Background: an optimization exercise with open tools, aiming at small area. Do not read the settings as production practice.
Function was checked by simulation only, so behaviour that the tests miss may differ from the original.
Power figures rest on the tool's default switching activity, not on a simulated workload. No driver is modelled on the clock port, so clocking that relies on it looks cheaper here than on a real chip.

// rv32i_core
module rv32i_core
(
    input  logic        clk,
    input  logic        rst,
    output logic [31:0] fetch_pc,
    input  logic [31:0] fetch_instr,
    output logic        retire_valid,
    output logic [31:0] retire_pc,
    output logic [4:0]  retire_rd,
    output logic [31:0] retire_value
);
export LEC_CHECK = 0
export ABC_AREA = 1
export CAP_MARGIN = 20
export CORE_MARGIN = 2
export CORE_UTILIZATION = 60
export SLEW_MARGIN = 20
create_clock -name core_clock -period 10.0 [get_ports {clk}]
standard.sh (not shown) runs the stock make flow with config.mk's settings and CLKGATE_MAP_FILE= SYNTH_SCRIPT=/design/flow/synth_recipe.tcl, a recipe that flattens the netlist after the stock synthesis.
==> flow/flow/run.sh <==
#!/bin/bash
set -euo pipefail
rm -rf scripts_abc
cp -r "$FLOW_HOME/scripts" scripts_abc
cp flow/abc_area.script scripts_abc/abc_area.script
export SCRIPTS_DIR="$PWD/scripts_abc"
export CTS_ARGS="-sink_clustering_enable -repair_clock_nets -sink_clustering_size 21 -sink_clustering_max_diameter 55 -buf_list sky130_fd_sc_hd__clkbuf_8 -dont_use_dummy_load"
export BUFFER_PORTS_ARGS="-buffer_cell sky130_fd_sc_hd__buf_1"
bash standard.sh > standard_flow.log 2>&1
==> flow/flow/abc_area.script <==
strash
&get -n
&dch -f
&nf -R 1000
&put
strash
dch
map -a
strash
dch
map -a
topo
Change:
--- a/flow/config.mk
+++ b/flow/config.mk
@@ -9,4 +9,4 @@
 export CAP_MARGIN = 20
 export CORE_MARGIN = 2
-export CORE_UTILIZATION = 60
+export CORE_UTILIZATION = 40
 export SLEW_MARGIN = 20
What happened: The changed run completed with no timing, DRC or antenna violations; wire length stays flat; final cell count climbs by 11%; global-route usage drops by 7.3 points; sequential power stays flat; die area climbs by 49%; power climbs by 1.2%; design area climbs by 1.7%; area after synthesis does not change; non-clock buffer count climbs by 4; count of clock-buffer cells in the layout climbs by 8; via count climbs by 0.48%.
Change:
==> flow/flow/run.sh (replaced) <==
#!/bin/bash
set -euo pipefail
rm -rf scripts_abc
cp -r "$FLOW_HOME/scripts" scripts_abc
cp flow/abc_area.script scripts_abc/abc_area.script
export SCRIPTS_DIR="$PWD/scripts_abc"
export BUFFER_PORTS_ARGS="-buffer_cell sky130_fd_sc_hd__buf_1"
bash standard.sh > standard_flow.log 2>&1
--- a/flow/config.mk
+++ b/flow/config.mk
@@ -9,4 +9,6 @@
 export CAP_MARGIN = 20
 export CORE_MARGIN = 2
-export CORE_UTILIZATION = 40
+export CORE_UTILIZATION = 50
+export CTS_CLUSTER_DIAMETER = 100
+export CTS_CLUSTER_SIZE = 30
 export SLEW_MARGIN = 20
Effect:
- total power went up by a few percent
- via count went down slightly
- design area went down slightly
- die area went down by about a fifth
Change:
--- a/flow/flow/run.sh
+++ b/flow/flow/run.sh
@@ -5,4 +5,5 @@
 cp flow/abc_area.script scripts_abc/abc_area.script
 export SCRIPTS_DIR="$PWD/scripts_abc"
+export CTS_ARGS="-sink_clustering_enable -repair_clock_nets -sink_clustering_size 30 -sink_clustering_max_diameter 100 -dont_use_dummy_load"
 export BUFFER_PORTS_ARGS="-buffer_cell sky130_fd_sc_hd__buf_1"
 bash standard.sh > standard_flow.log 2>&1
Register-to-register slack improves by 0.03 ns.
Combinational power hardly moves.
Clock skew climbs by 0.054 ns.
Sequential power barely changes.
Synthesized area stays the same.
Final cell count barely changes.
Synthesized cell count does not change.
Hold slack degrades by 0.0058 ns.
Wire length stays flat.
Change:
==> flow/flow/run.sh (replaced) <==
#!/bin/bash
set -euo pipefail
rm -rf scripts_abc
cp -r "$FLOW_HOME/scripts" scripts_abc
cp flow/abc_area.script scripts_abc/abc_area.script
export SCRIPTS_DIR="$PWD/scripts_abc"
export BUFFER_PORTS_ARGS="-buffer_cell sky130_fd_sc_hd__buf_1"
bash standard.sh > standard_flow.log 2>&1
--- a/flow/config.mk
+++ b/flow/config.mk
@@ -10,5 +10,6 @@
 export CORE_MARGIN = 2
 export CORE_UTILIZATION = 50
-export CTS_CLUSTER_DIAMETER = 100
-export CTS_CLUSTER_SIZE = 30
+export CTS_BUF_LIST = sky130_fd_sc_hd__clkbuf_8
+export CTS_CLUSTER_DIAMETER = 80
+export CTS_CLUSTER_SIZE = 16
 export SLEW_MARGIN = 20
After rerunning: Fmax is higher by 0.32%. Setup slack gains 0.030 ns. Power grows by 0.49%. Wire length came out higher by 0.68%. Register-to-register slack loses 0.02 ns.
Change:
--- a/flow/flow/run.sh
+++ b/flow/flow/run.sh
@@ -5,4 +5,5 @@
 cp flow/abc_area.script scripts_abc/abc_area.script
 export SCRIPTS_DIR="$PWD/scripts_abc"
+export CTS_ARGS="-sink_clustering_enable -repair_clock_nets -sink_clustering_size 18 -sink_clustering_max_diameter 90 -buf_list sky130_fd_sc_hd__clkbuf_8 -dont_use_dummy_load"
 export BUFFER_PORTS_ARGS="-buffer_cell sky130_fd_sc_hd__buf_1"
 bash standard.sh > standard_flow.log 2>&1
--- a/flow/config.mk
+++ b/flow/config.mk
@@ -10,6 +10,5 @@
 export CORE_MARGIN = 2
 export CORE_UTILIZATION = 50
-export CTS_BUF_LIST = sky130_fd_sc_hd__clkbuf_8
-export CTS_CLUSTER_DIAMETER = 80
-export CTS_CLUSTER_SIZE = 16
+export CTS_CLUSTER_DIAMETER = 100
+export CTS_CLUSTER_SIZE = 30
 export SLEW_MARGIN = 20
After rerunning: The changed run finished clean. Utilization falls by 0.43 points. Count of clock-buffer cells in the layout falls by 8. Global-route usage hardly moves. Setup slack gets worse by 0.076 ns.

* * *

rv32i_core again, from the RTL that the note above started with.
Settings: LEC_CHECK=0, ABC_AREA=1, CAP_MARGIN=20, CORE_MARGIN=2, CORE_UTILIZATION=50, CTS_CLUSTER_DIAMETER=100, CTS_CLUSTER_SIZE=30, SLEW_MARGIN=20; clock period 10.0 ns.
==> flow/flow/run.sh <==
#!/bin/bash
set -euo pipefail
rm -rf scripts_abc
cp -r "$FLOW_HOME/scripts" scripts_abc
cp flow/abc_area.script scripts_abc/abc_area.script
export SCRIPTS_DIR="$PWD/scripts_abc"
export CTS_ARGS="-sink_clustering_enable -repair_clock_nets -sink_clustering_size 21 -sink_clustering_max_diameter 55 -buf_list sky130_fd_sc_hd__clkbuf_8 -dont_use_dummy_load"
export RECOVER_POWER=100
export BUFFER_PORTS_ARGS="-buffer_cell sky130_fd_sc_hd__buf_1"
bash standard.sh > standard_flow.log 2>&1
Scripts as last shown in full above: flow/flow/abc_area.script
The baseline finished clean.
Change:
--- a/flow/flow/run.sh
+++ b/flow/flow/run.sh
@@ -7,2 +7 @@
-export CTS_ARGS="-sink_clustering_enable -repair_clock_nets -sink_clustering_size 21 -sink_clustering_max_diameter 55 -buf_list sky130_fd_sc_hd__clkbuf_8 -dont_use_dummy_load"
-export RECOVER_POWER=100
+export CTS_ARGS="-sink_clustering_enable -repair_clock_nets -sink_clustering_size 22 -sink_clustering_max_diameter 60 -buf_list sky130_fd_sc_hd__clkbuf_8 -dont_use_dummy_load"
Outcome: Non-clock buffer count does not change; synthesized cell count stays the same; routed wire length went down by 0.42%; sequential power is about the same; setup slack gains 58 ps; via count decreases by 0.37%; total power drops by 1.5%.
Change:
--- a/flow/flow/run.sh
+++ b/flow/flow/run.sh
@@ -7 +7 @@
-export CTS_ARGS="-sink_clustering_enable -repair_clock_nets -sink_clustering_size 22 -sink_clustering_max_diameter 60 -buf_list sky130_fd_sc_hd__clkbuf_8 -dont_use_dummy_load"
+export CTS_ARGS="-sink_clustering_enable -repair_clock_nets -sink_clustering_size 21 -sink_clustering_max_diameter 55 -buf_list \"sky130_fd_sc_hd__clkbuf_4 sky130_fd_sc_hd__clkbuf_8 sky130_fd_sc_hd__clkbuf_16\" -dont_use_dummy_load"
=> The new run completed without violations. Via count stays flat. Total power went up by 12%. Setup slack is worse by 21 ps. Clock-buffer cell count rose by 8. Register-to-register slack is about the same.
Change:
==> flow/run.sh (new file) <==
#!/bin/bash
# synth_recipe.tcl (not shown) runs the flow's synth.tcl, then flattens the netlist and writes it again
# the make line also repeats each setting of config.mk as NAME=value (left out here)
make -C /OpenROAD-flow-scripts/flow DESIGN_CONFIG=/design/flow/config.mk WORK_HOME=/design/flow/orfs CLKGATE_MAP_FILE= SYNTH_SCRIPT=/design/flow/synth_recipe.tcl finish
removed: flow/flow/run.sh
removed: flow/flow/abc_area.script
removed: flow/standard.sh
- power goes down by a few percent
- first-iteration DRC count goes up by about a fifth
- clock skew goes down by 53 ps
- worst hold slack gains 57 ps
- core utilization goes down by 0.34 points
- design area goes up by a few percent

## re-timing with driven ports
How much do the figures lean on ideal ports? The routed layouts below were timed once more, with nothing changed but the port constraints.
Step 1 sets driving cells, clkbuf_16 on the clock port and buf_2 on the other inputs (assumed; they add their load-dependent delay and slew).
Step 2 adds t to the input delays and takes it off the output delays; t is the mean of the earliest and latest rising clock arrival at the registers after step 1. Input paths then give back, and output paths get back, about the clock's delay inside the block.
Three values: ideal, step 1, step 2; two values: the first two.
run	t (ns)	setup slack, ns	clock arrival spread, ns
the first run of note 1	0.701	0.598 / 0.579 / 0.579	0.102 / 0.102
the second run of note 1	0.700	0.494 / 0.475 / 0.475	0.094 / 0.094
the third run of note 1	0.661	0.578 / 0.545 / 0.545	0.039 / 0.039
the fourth run of note 1	0.625	0.566 / 0.533 / 0.533	0.089 / 0.090
the fifth run of note 1	0.745	0.596 / 0.563 / 0.563	0.040 / 0.040
the sixth run of note 1	0.712	0.520 / 0.486 / 0.486	0.044 / 0.045
the first run of note 2	0.693	0.541 / 0.508 / 0.508	0.114 / 0.115
the second run of note 2	0.709	0.599 / 0.566 / 0.566	0.110 / 0.110
the third run of note 2	0.638	0.578 / 0.545 / 0.545	0.087 / 0.088
the fourth run of note 2	0.659	0.469 / 0.437 / 0.437	0.034 / 0.035
After both steps every run listed still meets setup and hold. The setup slack of the sixth run of note 1, which loses most, moves by -0.034 ns with the drivers and by -0.034 ns with both steps.
